From an optimization exercise on the open Yosys and OpenROAD flow, aimed at small area, a short achievable clock period and few clock cycles per item; shortcuts taken in it are not production practice. In this exercise RTL edits were held to simulation tests only and were not proved equivalent to the original. Power is estimated from default activity; no workload was simulated.

==> run a: inputs <==
## sparse_batch_accum
module sparse_batch_accum #(
  parameter int DATA_W = sparse_batch_accum_pkg::DATA_W,
  parameter int RES_W  = sparse_batch_accum_pkg::RES_W,
  parameter int IDX_W  = sparse_batch_accum_pkg::IDX_W,
  parameter int BATCH  = sparse_batch_accum_pkg::BATCH
) (
  input  logic              clk,
  input  logic              rst,
  input  logic              in_valid,
  output logic              in_ready,
  input  logic [DATA_W-1:0] in_data,
  input  logic [DATA_W-1:0] in_weight,
  input  logic [IDX_W-1:0]  in_idx,
  input  logic              in_last,
  output logic              out_valid,
  input  logic              out_ready,
  output logic [RES_W-1:0]  out_data,
  output logic [IDX_W-1:0]  out_idx,
  output logic              out_last,
  output logic [sparse_batch_accum_pkg::bw(BATCH+1)-1:0] sample_cnt
  , output logic            sat_flag
);
  localparam int NACC  = 2**IDX_W;
  localparam int CNT_W = sparse_batch_accum_pkg::bw(BATCH+1);
  localparam int PW    = 2*DATA_W;
  localparam int HW    = RES_W - PW;
  typedef enum logic [2:0] {
    ACCUM = 3'd0,
    WAIT1 = 3'd1,
    WAIT2 = 3'd2,
    LOAD1 = 3'd3,
    LOAD2 = 3'd4,
    DRAIN = 3'd5
  } st_t;
  st_t                state, state_nxt;
  logic               accept, handshake, done;
  logic               last_sample;
  logic               i_valid;
  logic [IDX_W-1:0]   i_idx;
  logic [DATA_W-1:0]  i_data, i_weight;
  logic               m_valid;
  logic [IDX_W-1:0]   m_idx, m_idx_nxt;
  logic [PW-1:0]      m_x0, m_x1, fin_x0, fin_x1;
  logic [PW-1:0]      prod;
  logic               prod_cout;
  logic               s1_valid;
  logic [IDX_W-1:0]   s1_idx;
  logic [PW-1:0]      s1_prod;
  logic [RES_W-1:0]   s1_acc;
  logic               s1_fwd;
  logic               s1_load;
  logic               draining, mac_fwd;
  logic               s2_valid;
  logic [IDX_W-1:0]   s2_idx;
  logic [HW-1:0]      s2_hi, s2_top;
  logic [PW-1:0]      s2_lo;
  logic               s2_k, s2_s;
  logic               s2_h_max, s2_h_maxm1, s2_h_min, s2_h_minp1;
  logic               s2_top_max, s2_top_min;
  logic [RES_W-1:0]   s2_res;
  logic               s2_sat_p, s2_sat_n;
  logic [RES_W-1:0]   acc [NACC];
  logic [NACC-1:0]    acc_vld;
  logic [RES_W-1:0]   rd_val;
  logic [HW-1:0]      add_hi;
  ...
export LEC_CHECK = 0
export CAP_MARGIN = 20
export CORE_MARGIN = 2
export CORE_UTILIZATION = 55
export CTS_CLUSTER_DIAMETER = 80
export CTS_CLUSTER_SIZE = 25
export SETUP_SLACK_MARGIN = 5
export SLEW_MARGIN = 20
create_clock -name core_clock -period 8.0 [get_ports {clk}]
run.sh (not shown) runs the stock make flow with config.mk's settings and CLKGATE_MAP_FILE= SYNTH_SCRIPT=/design/flow/synth_recipe.tcl, a recipe that flattens the netlist after the stock synthesis.
==> inputs of run b, as changes to run a <==
--- a/flow/design.v
+++ b/flow/design.v
@@ -45,80 +45,70 @@
 endmodule
 module sparse_mac_stage #(
   parameter int DATA_W = sparse_batch_accum_pkg::DATA_W,
   parameter int RES_W  = sparse_batch_accum_pkg::RES_W
 ) (
   input  logic [RES_W-1:0]          acc_rd,
   input  logic                      fwd,
   input  logic                      fwd_flags,
+  input  logic [RES_W-2*DATA_W-1:0] prev_hi,
+  input  logic                      prev_k,
+  input  logic                      prev_s,
   input  logic [RES_W-2*DATA_W-1:0] prev_top,
-  input  logic                      prev_top_max,
-  input  logic                      prev_top_min,
   input  logic [2*DATA_W-1:0]       prev_lo,
   input  logic                      prev_sat_p,
   input  logic                      prev_sat_n,
   input  logic [2*DATA_W-1:0]       prod,
   output logic [RES_W-2*DATA_W-1:0] res_hi,
-  output logic                      res_h_max,
-  output logic                      res_h_maxm1,
-  output logic                      res_h_min,
-  output logic                      res_h_minp1,
   output logic [2*DATA_W-1:0]       res_lo,
   output logic                      res_k,
   output logic                      res_sat_p,
   output logic                      res_sat_n,
   output logic                      ovf
 );
   localparam int PW = 2*DATA_W;
   localparam int HW = RES_W - PW;
   localparam logic [HW-1:0] HI_MAX = {1'b0, {(HW-1){1'b1}}};
   localparam logic [HW-1:0] HI_MIN = {1'b1, {(HW-1){1'b0}}};
   logic [PW:0]   u_a, u_b, u_c;
   logic [HW-1:0] hi_a, hi_c;
   logic          ps, sel_a, sel_b, sel_c, fsel_a, fsel_b, fsel_c;
-  logic          a_max, a_maxm1, a_min, a_minp1, b_max, b_maxm1, b_min, b_minp1;
+  logic          pend_up, pend_dn, pend_0, top_max, top_min;
   logic          ovf_pa, ovf_na, ovf_pb, ovf_nb, ovf_pc, ovf_nc;
   assign ps = prod[PW-1];
   sparse_ks_add #(.W(PW)) u_add_a (.a(acc_rd[PW-1:0]), .b(prod), .sum(u_a[PW-1:0]), .cout(u_a[PW]));
-  assign hi_a    = acc_rd[RES_W-1:PW];
-  assign a_max   = (hi_a == HI_MAX);
-  assign a_maxm1 = (hi_a == HI_MAX - 1'b1);
-  assign a_min   = (hi_a == HI_MIN);
-  assign a_minp1 = (hi_a == HI_MIN + 1'b1);
-  assign ovf_pa  = a_max & u_a[PW] & ~ps;
-  assign ovf_na  = a_min & ~u_a[PW] & ps;
+  assign hi_a   = acc_rd[RES_W-1:PW];
+  assign ovf_pa = (hi_a == HI_MAX) & u_a[PW] & ~ps;
+  assign ovf_na = (hi_a == HI_MIN) & ~u_a[PW] & ps;
   sparse_ks_add #(.W(PW)) u_add_b (.a(prev_lo), .b(prod), .sum(u_b[PW-1:0]), .cout(u_b[PW]));
-  assign b_max   = (prev_top == HI_MAX);
-  assign b_maxm1 = (prev_top == HI_MAX - 1'b1);
-  assign b_min   = (prev_top == HI_MIN);
-  assign b_minp1 = (prev_top == HI_MIN + 1'b1);
-  assign ovf_pb  = prev_top_max & u_b[PW] & ~ps;
-  assign ovf_nb  = prev_top_min & ~u_b[PW] & ps;
+  assign pend_up = prev_k & ~prev_s;
+  assign pend_dn = prev_s & ~prev_k;
+  assign pend_0  = ~(pend_up | pend_dn);
+  assign top_max = ((prev_hi == HI_MAX) & pend_0) | ((prev_hi == HI_MAX - 1'b1) & pend_up);
+  assign top_min = ((prev_hi == HI_MIN) & pend_0) | ((prev_hi == HI_MIN + 1'b1) & pend_dn);
+  assign ovf_pb  = top_max & u_b[PW] & ~ps;
+  assign ovf_nb  = top_min & ~u_b[PW] & ps;
   assign u_c    = prev_sat_p ? ({1'b0, {PW{1'b1}}} + {1'b0, prod}) : {1'b0, prod};
   assign hi_c   = prev_sat_p ? HI_MAX : HI_MIN;
   assign ovf_pc = prev_sat_p & u_c[PW] & ~ps;
   assign ovf_nc = prev_sat_n & ~u_c[PW] & ps;
   assign sel_a = ~fwd;
   assign sel_b = fwd & ~(prev_sat_p | prev_sat_n);
   assign sel_c = fwd & (prev_sat_p | prev_sat_n);
   assign fsel_a = ~fwd_flags;
   assign fsel_b = fwd_flags & ~(prev_sat_p | prev_sat_n);
   assign fsel_c = fwd_flags & (prev_sat_p | prev_sat_n);
   always_comb begin
-    res_hi      = ({HW{sel_a}} & hi_a) | ({HW{sel_b}} & prev_top) | ({HW{sel_c}} & hi_c);
-    res_h_max   = (fsel_a & a_max) | (fsel_b & b_max) | (fsel_c & prev_sat_p);
-    res_h_maxm1 = (fsel_a & a_maxm1) | (fsel_b & b_maxm1);
-    res_h_min   = (fsel_a & a_min) | (fsel_b & b_min) | (fsel_c & prev_sat_n);
-    res_h_minp1 = (fsel_a & a_minp1) | (fsel_b & b_minp1);
-    res_lo      = ({PW{sel_a}} & u_a[PW-1:0]) | ({PW{sel_b}} & u_b[PW-1:0]) | ({PW{sel_c}} & u_c[PW-1:0]);
-    res_k       = (sel_a & u_a[PW]) | (sel_b & u_b[PW]) | (sel_c & u_c[PW]);
-    res_sat_p   = (fsel_a & ovf_pa) | (fsel_b & ovf_pb) | (fsel_c & ovf_pc);
-    res_sat_n   = (fsel_a & ovf_na) | (fsel_b & ovf_nb) | (fsel_c & ovf_nc);
-    ovf         = res_sat_p | res_sat_n;
+    res_hi    = ({HW{sel_a}} & hi_a) | ({HW{sel_b}} & prev_top) | ({HW{sel_c}} & hi_c);
+    res_lo    = ({PW{sel_a}} & u_a[PW-1:0]) | ({PW{sel_b}} & u_b[PW-1:0]) | ({PW{sel_c}} & u_c[PW-1:0]);
+    res_k     = (sel_a & u_a[PW]) | (sel_b & u_b[PW]) | (sel_c & u_c[PW]);
+    res_sat_p = (fsel_a & ovf_pa) | (fsel_b & ovf_pb) | (fsel_c & ovf_pc);
+    res_sat_n = (fsel_a & ovf_na) | (fsel_b & ovf_nb) | (fsel_c & ovf_nc);
+    ovf       = res_sat_p | res_sat_n;
   end
 endmodule
 module sparse_mul_csa (
   input  logic [7:0]  a,
   input  logic [7:0]  b,
   output logic [15:0] row0,
   output logic [15:0] row1
 );
@@ -375,26 +365,23 @@
   logic               s1_fwd;
   logic               s1_load;
   logic               draining, mac_fwd;
   logic               s2_valid;
   logic [IDX_W-1:0]   s2_idx;
   logic [HW-1:0]      s2_hi, s2_top;
   logic [PW-1:0]      s2_lo;
   logic               s2_k, s2_s;
-  logic               s2_h_max, s2_h_maxm1, s2_h_min, s2_h_minp1;
-  logic               s2_top_max, s2_top_min;
   logic [RES_W-1:0]   s2_res;
   logic               s2_sat_p, s2_sat_n;
   logic [RES_W-1:0]   acc [NACC];
   logic [NACC-1:0]    acc_vld;
   logic [RES_W-1:0]   rd_val;
   logic [HW-1:0]      add_hi;
   logic [PW-1:0]      add_lo;
-  logic               add_h_max, add_h_maxm1, add_h_min, add_h_minp1;
   logic               add_k, add_sat_p, add_sat_n, add_ovf;
   assign accept    = in_valid & in_ready;
   assign handshake = out_valid & out_ready;
   assign done      = handshake & out_last;
   assign last_sample = (sample_cnt == CNT_W'(BATCH - 1));
   always_comb begin
     state_nxt = state;
     m_idx_nxt = i_idx;
@@ -470,17 +457,17 @@
       out_last <= (out_idx == IDX_W'(NACC - 2));
     end
   end
   always_ff @(posedge clk or posedge rst) begin
     if (rst) begin
       sat_flag <= 1'b0;
     end else if (done) begin
       sat_flag <= 1'b0;
-    end else if (s1_valid && add_ovf) begin
+    end else if (s2_valid && (s2_sat_p || s2_sat_n)) begin
       sat_flag <= 1'b1;
     end
   end
   always_ff @(posedge clk) begin
     i_idx    <= in_idx;
     i_data   <= in_data;
     i_weight <= in_weight;
   end
@@ -507,32 +494,25 @@
     s1_fwd  <= s1_valid & (s1_idx == m_idx);
     if (s1_load) begin
       s1_acc <= rd_val;
     end
   end
   assign draining = (state == DRAIN);
   assign mac_fwd  = draining ? ~out_ready : s1_fwd;
   assign out_data = {s2_hi, s2_lo};
-  assign s2_top_max = (s2_h_max & (s2_k == s2_s)) | (s2_h_maxm1 & s2_k & ~s2_s);
-  assign s2_top_min = (s2_h_min & (s2_k == s2_s)) | (s2_h_minp1 & s2_s & ~s2_k);
   sparse_mac_stage #(.DATA_W(DATA_W), .RES_W(RES_W)) u_mac (
-    .acc_rd(s1_acc), .fwd(mac_fwd), .fwd_flags(s1_fwd), .prev_top(s2_top), .prev_top_max(s2_top_max),
-    .prev_top_min(s2_top_min), .prev_lo(s2_lo), .prev_sat_p(s2_sat_p), .prev_sat_n(s2_sat_n),
-    .prod(s1_prod), .res_hi(add_hi), .res_h_max(add_h_max), .res_h_maxm1(add_h_maxm1),
-    .res_h_min(add_h_min), .res_h_minp1(add_h_minp1), .res_lo(add_lo), .res_k(add_k),
+    .acc_rd(s1_acc), .fwd(mac_fwd), .fwd_flags(s1_fwd), .prev_hi(s2_hi), .prev_k(s2_k),
+    .prev_s(s2_s), .prev_top(s2_top), .prev_lo(s2_lo), .prev_sat_p(s2_sat_p),
+    .prev_sat_n(s2_sat_n), .prod(s1_prod), .res_hi(add_hi), .res_lo(add_lo), .res_k(add_k),
     .res_sat_p(add_sat_p), .res_sat_n(add_sat_n), .ovf(add_ovf)
   );
   always_ff @(posedge clk) begin
     s2_idx     <= s1_idx;
     s2_hi      <= add_hi;
-    s2_h_max   <= add_h_max;
-    s2_h_maxm1 <= add_h_maxm1;
-    s2_h_min   <= add_h_min;
-    s2_h_minp1 <= add_h_minp1;
     s2_lo      <= add_lo;
     s2_k       <= add_k;
     s2_s       <= s1_prod[PW-1];
     s2_sat_p   <= add_sat_p;
     s2_sat_n   <= add_sat_n;
   end
   always_comb begin
     if (s2_k && !s2_s) begin
==> flow/flow/run.sh (new file) <==
#!/bin/bash
set -euo pipefail
bash standard.sh SETUP_SLACK_MARGIN=5.35 finish > flow_standard.log 2>&1
==> flow/standard.sh (new file) <==
#!/bin/bash
# synth_recipe.tcl (not shown) runs the flow's synth.tcl, then flattens the netlist and writes it again
# the make line also repeats each setting of config.mk as NAME=value (left out here)
make -C /OpenROAD-flow-scripts/flow DESIGN_CONFIG=/design/flow/config.mk WORK_HOME=/design/flow/orfs CLKGATE_MAP_FILE= SYNTH_SCRIPT=/design/flow/synth_recipe.tcl "${@:-finish}"
removed: flow/run.sh
==> summary of the runs <==
- In run a the maximum frequency is smaller than in run b, by about 12%.
- In die area, run b and run a hardly differ.
- Of run b and run a, run b has the higher worst hold slack (gap 0.021 ns).
- Global-route usage: run a is lower than run b (2.0 points).
- Of run b and run a, run b has the higher clock power (gap about 4%, measured against run a).
- Of run a and run b, run b has the higher cell count (gap about 2.8%, measured against run b).
- Between run a and run b, the lower final area is in run a (gap about 3.6%, measured against run b).
- Against run b, the non-clock buffer count of run a is lower by 90.
- Between run b and run a, the lower total power is in run a (gap 7.7%, measured against run a).
- Critical path depth is the same in run b and run a.
Testbench counts of run a, summed over its fixed seeds: cycles 5,290, items 4,650.
Testbench counts of run b, summed over its fixed seeds: cycles 5,290, items 4,650.


==> inputs of job 7726 <==
sparse_batch_accum again, from the RTL that the note above started with.
// sparse_batch_accum
module sparse_batch_accum #(
  parameter int DATA_W = sparse_batch_accum_pkg::DATA_W,
  parameter int RES_W  = sparse_batch_accum_pkg::RES_W,
  parameter int IDX_W  = sparse_batch_accum_pkg::IDX_W,
  parameter int BATCH  = sparse_batch_accum_pkg::BATCH
) (
  input  logic              clk,
  input  logic              rst,
  input  logic              in_valid,
  output logic              in_ready,
  input  logic [DATA_W-1:0] in_data,
  input  logic [DATA_W-1:0] in_weight,
  input  logic [IDX_W-1:0]  in_idx,
  input  logic              in_last,
  output logic              out_valid,
  input  logic              out_ready,
  output logic [RES_W-1:0]  out_data,
  output logic [IDX_W-1:0]  out_idx,
  output logic              out_last,
  output logic [sparse_batch_accum_pkg::bw(BATCH+1)-1:0] sample_cnt
  , output logic            sat_flag
);
  localparam int NACC  = 2**IDX_W;
  localparam int CNT_W = sparse_batch_accum_pkg::bw(BATCH+1);
  localparam int PW    = 2*DATA_W;
  localparam int HW    = RES_W - PW;
  typedef enum logic [2:0] {
    ACCUM = 3'd0,
    WAIT1 = 3'd1,
    WAIT2 = 3'd2,
    LOAD1 = 3'd3,
    LOAD2 = 3'd4,
    DRAIN = 3'd5
  } st_t;
  st_t                state, state_nxt;
  logic               accept, handshake, done;
  logic               last_sample;
  logic               i_valid;
  logic [IDX_W-1:0]   i_idx;
  logic [DATA_W-1:0]  i_data, i_weight;
  logic               m_valid;
  logic [IDX_W-1:0]   m_idx, m_idx_nxt;
  logic [PW-1:0]      m_x0, m_x1, fin_x0, fin_x1;
  logic [PW-1:0]      prod;
  logic               prod_cout;
  logic               s1_valid;
  logic [IDX_W-1:0]   s1_idx;
  logic [PW-1:0]      s1_prod;
  logic [RES_W-1:0]   s1_acc;
  logic               s1_fwd;
  logic               s1_load;
  logic               draining, mac_fwd;
  logic               s2_valid;
  logic [IDX_W-1:0]   s2_idx;
  logic [HW-1:0]      s2_hi, s2_top;
  logic [PW-1:0]      s2_lo;
  logic               s2_k, s2_s;
  logic               s2_h_max, s2_h_maxm1, s2_h_min, s2_h_minp1;
  logic               s2_top_max, s2_top_min;
  logic [RES_W-1:0]   s2_res;
  ...
clock: 8.0 ns
lec_check: 0
cap_margin: 20
core_margin: 2
core_utilization: 55
cts_cluster_diameter: 80
cts_cluster_size: 25
setup_slack_margin: 5
slew_margin: 20
standard.sh (not shown) runs the stock make flow with config.mk's settings and CLKGATE_MAP_FILE= SYNTH_SCRIPT=/design/flow/synth_recipe.tcl, a recipe that flattens the netlist after the stock synthesis.
==> flow/flow/run.sh <==
#!/bin/bash
set -euo pipefail
bash standard.sh SETUP_SLACK_MARGIN=5.15 finish > flow_standard.log 2>&1
==> job 1190 (differences from job 7726) <==
--- a/flow/design.v
+++ b/flow/design.v
@@ -48,22 +48,19 @@
   parameter int RES_W  = sparse_batch_accum_pkg::RES_W
 ) (
   input  logic [RES_W-1:0]          acc_rd,
   input  logic                      fwd,
   input  logic                      fwd_flags,
+  input  logic [RES_W-2*DATA_W-1:0] prev_hi,
+  input  logic                      prev_k,
+  input  logic                      prev_s,
   input  logic [RES_W-2*DATA_W-1:0] prev_top,
-  input  logic                      prev_top_max,
-  input  logic                      prev_top_min,
   input  logic [2*DATA_W-1:0]       prev_lo,
   input  logic                      prev_sat_p,
   input  logic                      prev_sat_n,
   input  logic [2*DATA_W-1:0]       prod,
   output logic [RES_W-2*DATA_W-1:0] res_hi,
-  output logic                      res_h_max,
-  output logic                      res_h_maxm1,
-  output logic                      res_h_min,
-  output logic                      res_h_minp1,
   output logic [2*DATA_W-1:0]       res_lo,
   output logic                      res_k,
   output logic                      res_sat_p,
   output logic                      res_sat_n,
   output logic                      ovf
@@ -73,28 +70,25 @@
   localparam logic [HW-1:0] HI_MAX = {1'b0, {(HW-1){1'b1}}};
   localparam logic [HW-1:0] HI_MIN = {1'b1, {(HW-1){1'b0}}};
   logic [PW:0]   u_a, u_b, u_c;
   logic [HW-1:0] hi_a, hi_c;
   logic          ps, sel_a, sel_b, sel_c, fsel_a, fsel_b, fsel_c;
-  logic          a_max, a_maxm1, a_min, a_minp1, b_max, b_maxm1, b_min, b_minp1;
+  logic          pend_up, pend_dn, pend_0, top_max, top_min;
   logic          ovf_pa, ovf_na, ovf_pb, ovf_nb, ovf_pc, ovf_nc;
   assign ps = prod[PW-1];
   sparse_ks_add #(.W(PW)) u_add_a (.a(acc_rd[PW-1:0]), .b(prod), .sum(u_a[PW-1:0]), .cout(u_a[PW]));
-  assign hi_a    = acc_rd[RES_W-1:PW];
-  assign a_max   = (hi_a == HI_MAX);
-  assign a_maxm1 = (hi_a == HI_MAX - 1'b1);
-  assign a_min   = (hi_a == HI_MIN);
-  assign a_minp1 = (hi_a == HI_MIN + 1'b1);
-  assign ovf_pa  = a_max & u_a[PW] & ~ps;
-  assign ovf_na  = a_min & ~u_a[PW] & ps;
+  assign hi_a   = acc_rd[RES_W-1:PW];
+  assign ovf_pa = (hi_a == HI_MAX) & u_a[PW] & ~ps;
+  assign ovf_na = (hi_a == HI_MIN) & ~u_a[PW] & ps;
   sparse_ks_add #(.W(PW)) u_add_b (.a(prev_lo), .b(prod), .sum(u_b[PW-1:0]), .cout(u_b[PW]));
-  assign b_max   = (prev_top == HI_MAX);
-  assign b_maxm1 = (prev_top == HI_MAX - 1'b1);
-  assign b_min   = (prev_top == HI_MIN);
-  assign b_minp1 = (prev_top == HI_MIN + 1'b1);
-  assign ovf_pb  = prev_top_max & u_b[PW] & ~ps;
-  assign ovf_nb  = prev_top_min & ~u_b[PW] & ps;
+  assign pend_up = prev_k & ~prev_s;
+  assign pend_dn = prev_s & ~prev_k;
+  assign pend_0  = ~(pend_up | pend_dn);
+  assign top_max = ((prev_hi == HI_MAX) & pend_0) | ((prev_hi == HI_MAX - 1'b1) & pend_up);
+  assign top_min = ((prev_hi == HI_MIN) & pend_0) | ((prev_hi == HI_MIN + 1'b1) & pend_dn);
+  assign ovf_pb  = top_max & u_b[PW] & ~ps;
+  assign ovf_nb  = top_min & ~u_b[PW] & ps;
   assign u_c    = prev_sat_p ? ({1'b0, {PW{1'b1}}} + {1'b0, prod}) : {1'b0, prod};
   assign hi_c   = prev_sat_p ? HI_MAX : HI_MIN;
   assign ovf_pc = prev_sat_p & u_c[PW] & ~ps;
   assign ovf_nc = prev_sat_n & ~u_c[PW] & ps;
   assign sel_a = ~fwd;
@@ -102,20 +96,16 @@
   assign sel_c = fwd & (prev_sat_p | prev_sat_n);
   assign fsel_a = ~fwd_flags;
   assign fsel_b = fwd_flags & ~(prev_sat_p | prev_sat_n);
   assign fsel_c = fwd_flags & (prev_sat_p | prev_sat_n);
   always_comb begin
-    res_hi      = ({HW{sel_a}} & hi_a) | ({HW{sel_b}} & prev_top) | ({HW{sel_c}} & hi_c);
-    res_h_max   = (fsel_a & a_max) | (fsel_b & b_max) | (fsel_c & prev_sat_p);
-    res_h_maxm1 = (fsel_a & a_maxm1) | (fsel_b & b_maxm1);
-    res_h_min   = (fsel_a & a_min) | (fsel_b & b_min) | (fsel_c & prev_sat_n);
-    res_h_minp1 = (fsel_a & a_minp1) | (fsel_b & b_minp1);
-    res_lo      = ({PW{sel_a}} & u_a[PW-1:0]) | ({PW{sel_b}} & u_b[PW-1:0]) | ({PW{sel_c}} & u_c[PW-1:0]);
-    res_k       = (sel_a & u_a[PW]) | (sel_b & u_b[PW]) | (sel_c & u_c[PW]);
-    res_sat_p   = (fsel_a & ovf_pa) | (fsel_b & ovf_pb) | (fsel_c & ovf_pc);
-    res_sat_n   = (fsel_a & ovf_na) | (fsel_b & ovf_nb) | (fsel_c & ovf_nc);
-    ovf         = res_sat_p | res_sat_n;
+    res_hi    = ({HW{sel_a}} & hi_a) | ({HW{sel_b}} & prev_top) | ({HW{sel_c}} & hi_c);
+    res_lo    = ({PW{sel_a}} & u_a[PW-1:0]) | ({PW{sel_b}} & u_b[PW-1:0]) | ({PW{sel_c}} & u_c[PW-1:0]);
+    res_k     = (sel_a & u_a[PW]) | (sel_b & u_b[PW]) | (sel_c & u_c[PW]);
+    res_sat_p = (fsel_a & ovf_pa) | (fsel_b & ovf_pb) | (fsel_c & ovf_pc);
+    res_sat_n = (fsel_a & ovf_na) | (fsel_b & ovf_nb) | (fsel_c & ovf_nc);
+    ovf       = res_sat_p | res_sat_n;
   end
 endmodule
 module sparse_mul_csa (
   input  logic [7:0]  a,
   input  logic [7:0]  b,
@@ -378,20 +368,17 @@
   logic               s2_valid;
   logic [IDX_W-1:0]   s2_idx;
   logic [HW-1:0]      s2_hi, s2_top;
   logic [PW-1:0]      s2_lo;
   logic               s2_k, s2_s;
-  logic               s2_h_max, s2_h_maxm1, s2_h_min, s2_h_minp1;
-  logic               s2_top_max, s2_top_min;
   logic [RES_W-1:0]   s2_res;
   logic               s2_sat_p, s2_sat_n;
   logic [RES_W-1:0]   acc [NACC];
   logic [NACC-1:0]    acc_vld;
   logic [RES_W-1:0]   rd_val;
   logic [HW-1:0]      add_hi;
   logic [PW-1:0]      add_lo;
-  logic               add_h_max, add_h_maxm1, add_h_min, add_h_minp1;
   logic               add_k, add_sat_p, add_sat_n, add_ovf;
   assign accept    = in_valid & in_ready;
   assign handshake = out_valid & out_ready;
   assign done      = handshake & out_last;
   assign last_sample = (sample_cnt == CNT_W'(BATCH - 1));
@@ -473,11 +460,11 @@
   always_ff @(posedge clk or posedge rst) begin
     if (rst) begin
       sat_flag <= 1'b0;
     end else if (done) begin
       sat_flag <= 1'b0;
-    end else if (s1_valid && add_ovf) begin
+    end else if (s2_valid && (s2_sat_p || s2_sat_n)) begin
       sat_flag <= 1'b1;
     end
   end
   always_ff @(posedge clk) begin
     i_idx    <= in_idx;
@@ -510,26 +497,19 @@
     end
   end
   assign draining = (state == DRAIN);
   assign mac_fwd  = draining ? ~out_ready : s1_fwd;
   assign out_data = {s2_hi, s2_lo};
-  assign s2_top_max = (s2_h_max & (s2_k == s2_s)) | (s2_h_maxm1 & s2_k & ~s2_s);
-  assign s2_top_min = (s2_h_min & (s2_k == s2_s)) | (s2_h_minp1 & s2_s & ~s2_k);
   sparse_mac_stage #(.DATA_W(DATA_W), .RES_W(RES_W)) u_mac (
-    .acc_rd(s1_acc), .fwd(mac_fwd), .fwd_flags(s1_fwd), .prev_top(s2_top), .prev_top_max(s2_top_max),
-    .prev_top_min(s2_top_min), .prev_lo(s2_lo), .prev_sat_p(s2_sat_p), .prev_sat_n(s2_sat_n),
-    .prod(s1_prod), .res_hi(add_hi), .res_h_max(add_h_max), .res_h_maxm1(add_h_maxm1),
-    .res_h_min(add_h_min), .res_h_minp1(add_h_minp1), .res_lo(add_lo), .res_k(add_k),
+    .acc_rd(s1_acc), .fwd(mac_fwd), .fwd_flags(s1_fwd), .prev_hi(s2_hi), .prev_k(s2_k),
+    .prev_s(s2_s), .prev_top(s2_top), .prev_lo(s2_lo), .prev_sat_p(s2_sat_p),
+    .prev_sat_n(s2_sat_n), .prod(s1_prod), .res_hi(add_hi), .res_lo(add_lo), .res_k(add_k),
     .res_sat_p(add_sat_p), .res_sat_n(add_sat_n), .ovf(add_ovf)
   );
   always_ff @(posedge clk) begin
     s2_idx     <= s1_idx;
     s2_hi      <= add_hi;
-    s2_h_max   <= add_h_max;
-    s2_h_maxm1 <= add_h_maxm1;
-    s2_h_min   <= add_h_min;
-    s2_h_minp1 <= add_h_minp1;
     s2_lo      <= add_lo;
     s2_k       <= add_k;
     s2_s       <= s1_prod[PW-1];
     s2_sat_p   <= add_sat_p;
     s2_sat_n   <= add_sat_n;
==> flow/flow/run.sh (replaced) <==
#!/bin/bash
set -euo pipefail
bash standard.sh SETUP_SLACK_MARGIN=5.3 finish > flow_standard.log 2>&1
Settings changed: CORE_UTILIZATION 55 to 60.
==> job 7989 (differences from job 7726) <==
--- a/flow/design.v
+++ b/flow/design.v
@@ -383,12 +383,13 @@
   logic               s2_h_max, s2_h_maxm1, s2_h_min, s2_h_minp1;
   logic               s2_top_max, s2_top_min;
   logic [RES_W-1:0]   s2_res;
   logic               s2_sat_p, s2_sat_n;
   logic [RES_W-1:0]   acc [NACC];
-  logic [NACC-1:0]    acc_vld;
   logic [RES_W-1:0]   rd_val;
+  logic               clear;
+  logic [RES_W-1:0]   wr_data;
   logic [HW-1:0]      add_hi;
   logic [PW-1:0]      add_lo;
   logic               add_h_max, add_h_maxm1, add_h_min, add_h_minp1;
   logic               add_k, add_sat_p, add_sat_n, add_ovf;
   assign accept    = in_valid & in_ready;
@@ -438,11 +439,10 @@
       sample_cnt <= '0;
       i_valid    <= 1'b0;
       m_valid    <= 1'b0;
       s1_valid   <= 1'b0;
       s2_valid   <= 1'b0;
-      acc_vld    <= '0;
     end else begin
       state     <= state_nxt;
       in_ready  <= (state_nxt == ACCUM);
       out_valid <= (state_nxt == DRAIN);
       if (done) begin
@@ -452,15 +452,10 @@
       end
       i_valid  <= accept;
       m_valid  <= i_valid;
       s1_valid <= m_valid;
       s2_valid <= s1_valid;
-      if (done) begin
-        acc_vld <= '0;
-      end else if (s2_valid) begin
-        acc_vld[s2_idx] <= 1'b1;
-      end
     end
   end
   always_ff @(posedge clk) begin
     if (state != DRAIN) begin
       out_idx  <= '0;
@@ -492,14 +487,12 @@
   end
   sparse_ks_add #(.W(PW)) u_cpa (.a(m_x0), .b(m_x1), .sum(prod), .cout(prod_cout));
   always_comb begin
     if (s2_valid && (s2_idx == m_idx)) begin
       rd_val = s2_res;
-    end else if (acc_vld[m_idx]) begin
-      rd_val = acc[m_idx];
     end else begin
-      rd_val = '0;
+      rd_val = acc[m_idx];
     end
   end
   assign s1_load = (state != DRAIN) | out_ready;
   always_ff @(posedge clk) begin
     s1_idx  <= m_idx;
@@ -550,11 +543,15 @@
       s2_res = {1'b1, {(RES_W-1){1'b0}}};
     end else begin
       s2_res = {s2_top, s2_lo};
     end
   end
+  assign clear   = rst | done;
+  assign wr_data = clear ? '0 : s2_res;
   always_ff @(posedge clk) begin
-    if (s2_valid) begin
-      acc[s2_idx] <= s2_res;
+    for (int i = 0; i < NACC; i++) begin
+      if (clear || (s2_valid && (s2_idx == IDX_W'(i)))) begin
+        acc[i] <= wr_data;
+      end
     end
   end
 endmodule
==> flow/flow/run.sh (replaced) <==
#!/bin/bash
set -euo pipefail
bash standard.sh SETUP_SLACK_MARGIN=5.3 finish > flow_standard.log 2>&1
==> job 9740 (differences from job 7726) <==
==> flow/flow/run.sh (replaced) <==
#!/bin/bash
set -euo pipefail
bash standard.sh SETUP_SLACK_MARGIN=5.3 finish > flow_standard.log 2>&1
==> results.txt <==
Design area, lowest first: job 7726, job 1190, job 9740, job 7989. Against job 7726, the sequential share of layout area of job 7989 is lower by 2.9 points. Worst setup slack: job 7989 is better than job 7726 (30 ps). Job 7726 finished clean. Job 9740 completed with no timing, DRC or antenna violations. Job 1190 completed with no timing, DRC or antenna violations. Job 7989 completed with no timing, DRC or antenna violations. The highest global-route usage belongs to job 7989, the lowest to job 7726. Of job 7989 and job 7726, job 7989 has the higher synthesized cell count (gap 8.4%, measured against job 7726).
==> figures <==
Status: job 9740 no timing/DRC/antenna violations; job 7989 no timing/DRC/antenna violations; job 7726 no timing/DRC/antenna violations; job 1190 no timing/DRC/antenna violations
Antenna diodes: job 9740 2; job 7989 0; job 7726 0; job 1190 0
Post-route insts no fill: job 9740 2811; job 7989 3014; job 7726 2763; job 1190 2765
R2R Path End: job 9740 s2_h_min; job 7989 s2_h_minp1; job 7726 s2_lo[15]; job 1190 m_x0[7]
Filler Cell Count: job 9740 4016; job 7989 3632; job 7726 4080; job 1190 3433
Xor and xnor fraction of the mapped netlist area: job 9740 0.0222; job 7989 0.0218; job 7726 0.0222; job 1190 0.0208
Worst Setup Slack post-DPL: job 9740 4230 ps; job 7989 3730 ps; job 7726 4180 ps; job 1190 3730 ps
Final-stage net count: job 9740 2219; job 7989 2441; job 7726 2172; job 1190 2207
Tmin final: job 9740 2790 ps; job 7989 2790 ps; job 7726 2820 ps; job 1190 2740 ps
Vias in the first global route: job 9740 17300; job 7989 18600; job 7726 16900; job 1190 17400
Row count: job 9740 86; job 7989 83; job 7726 86; job 1190 82
Testbench counts of job 7726, summed over its fixed seeds: cycles 5,290, items 4,650.
Testbench counts of job 1190, summed over its fixed seeds: cycles 5,290, items 4,650.
Testbench counts of job 7989, summed over its fixed seeds: cycles 5,290, items 4,650.
Testbench counts of job 9740, summed over its fixed seeds: cycles 5,290, items 4,650.

[afterwards: timing with drivers on the ports]
How much do the figures lean on ideal ports? The routed layouts below were timed once more, with nothing changed but the port constraints. Step 1: set_driving_cell puts a clkbuf_16 on clk and a buf_2 on each other input, an assumption about the parent block. Step 2 also shifts input and output timing later by t, the mid clock arrival at the registers, as if the neighbouring blocks saw the same clock. Slacks: no drivers / after step 1 / after step 2; pairs: no drivers / after step 1.
run | t (ns) | setup slack, ns | worst data-port slew with drivers (ns)
run a | 0.641 | 4.884 / 4.824 / 4.300 | 0.04
run b | 0.655 | 5.249 / 5.183 / 4.833 | 0.04
job 7726 | 0.655 | 5.180 / 5.117 / 4.732 | 0.03
job 1190 | 0.647 | 5.259 / 5.196 / 4.774 | 0.04
job 7989 | 0.649 | 5.210 / 5.145 / 4.743 | 0.05
job 9740 | 0.647 | 5.212 / 5.149 / 4.726 | 0.03
After both steps setup and hold are still met in every run listed. For run a, which loses most, drivers alone change the setup slack by -0.060 ns; drivers and shift together by -0.584 ns.
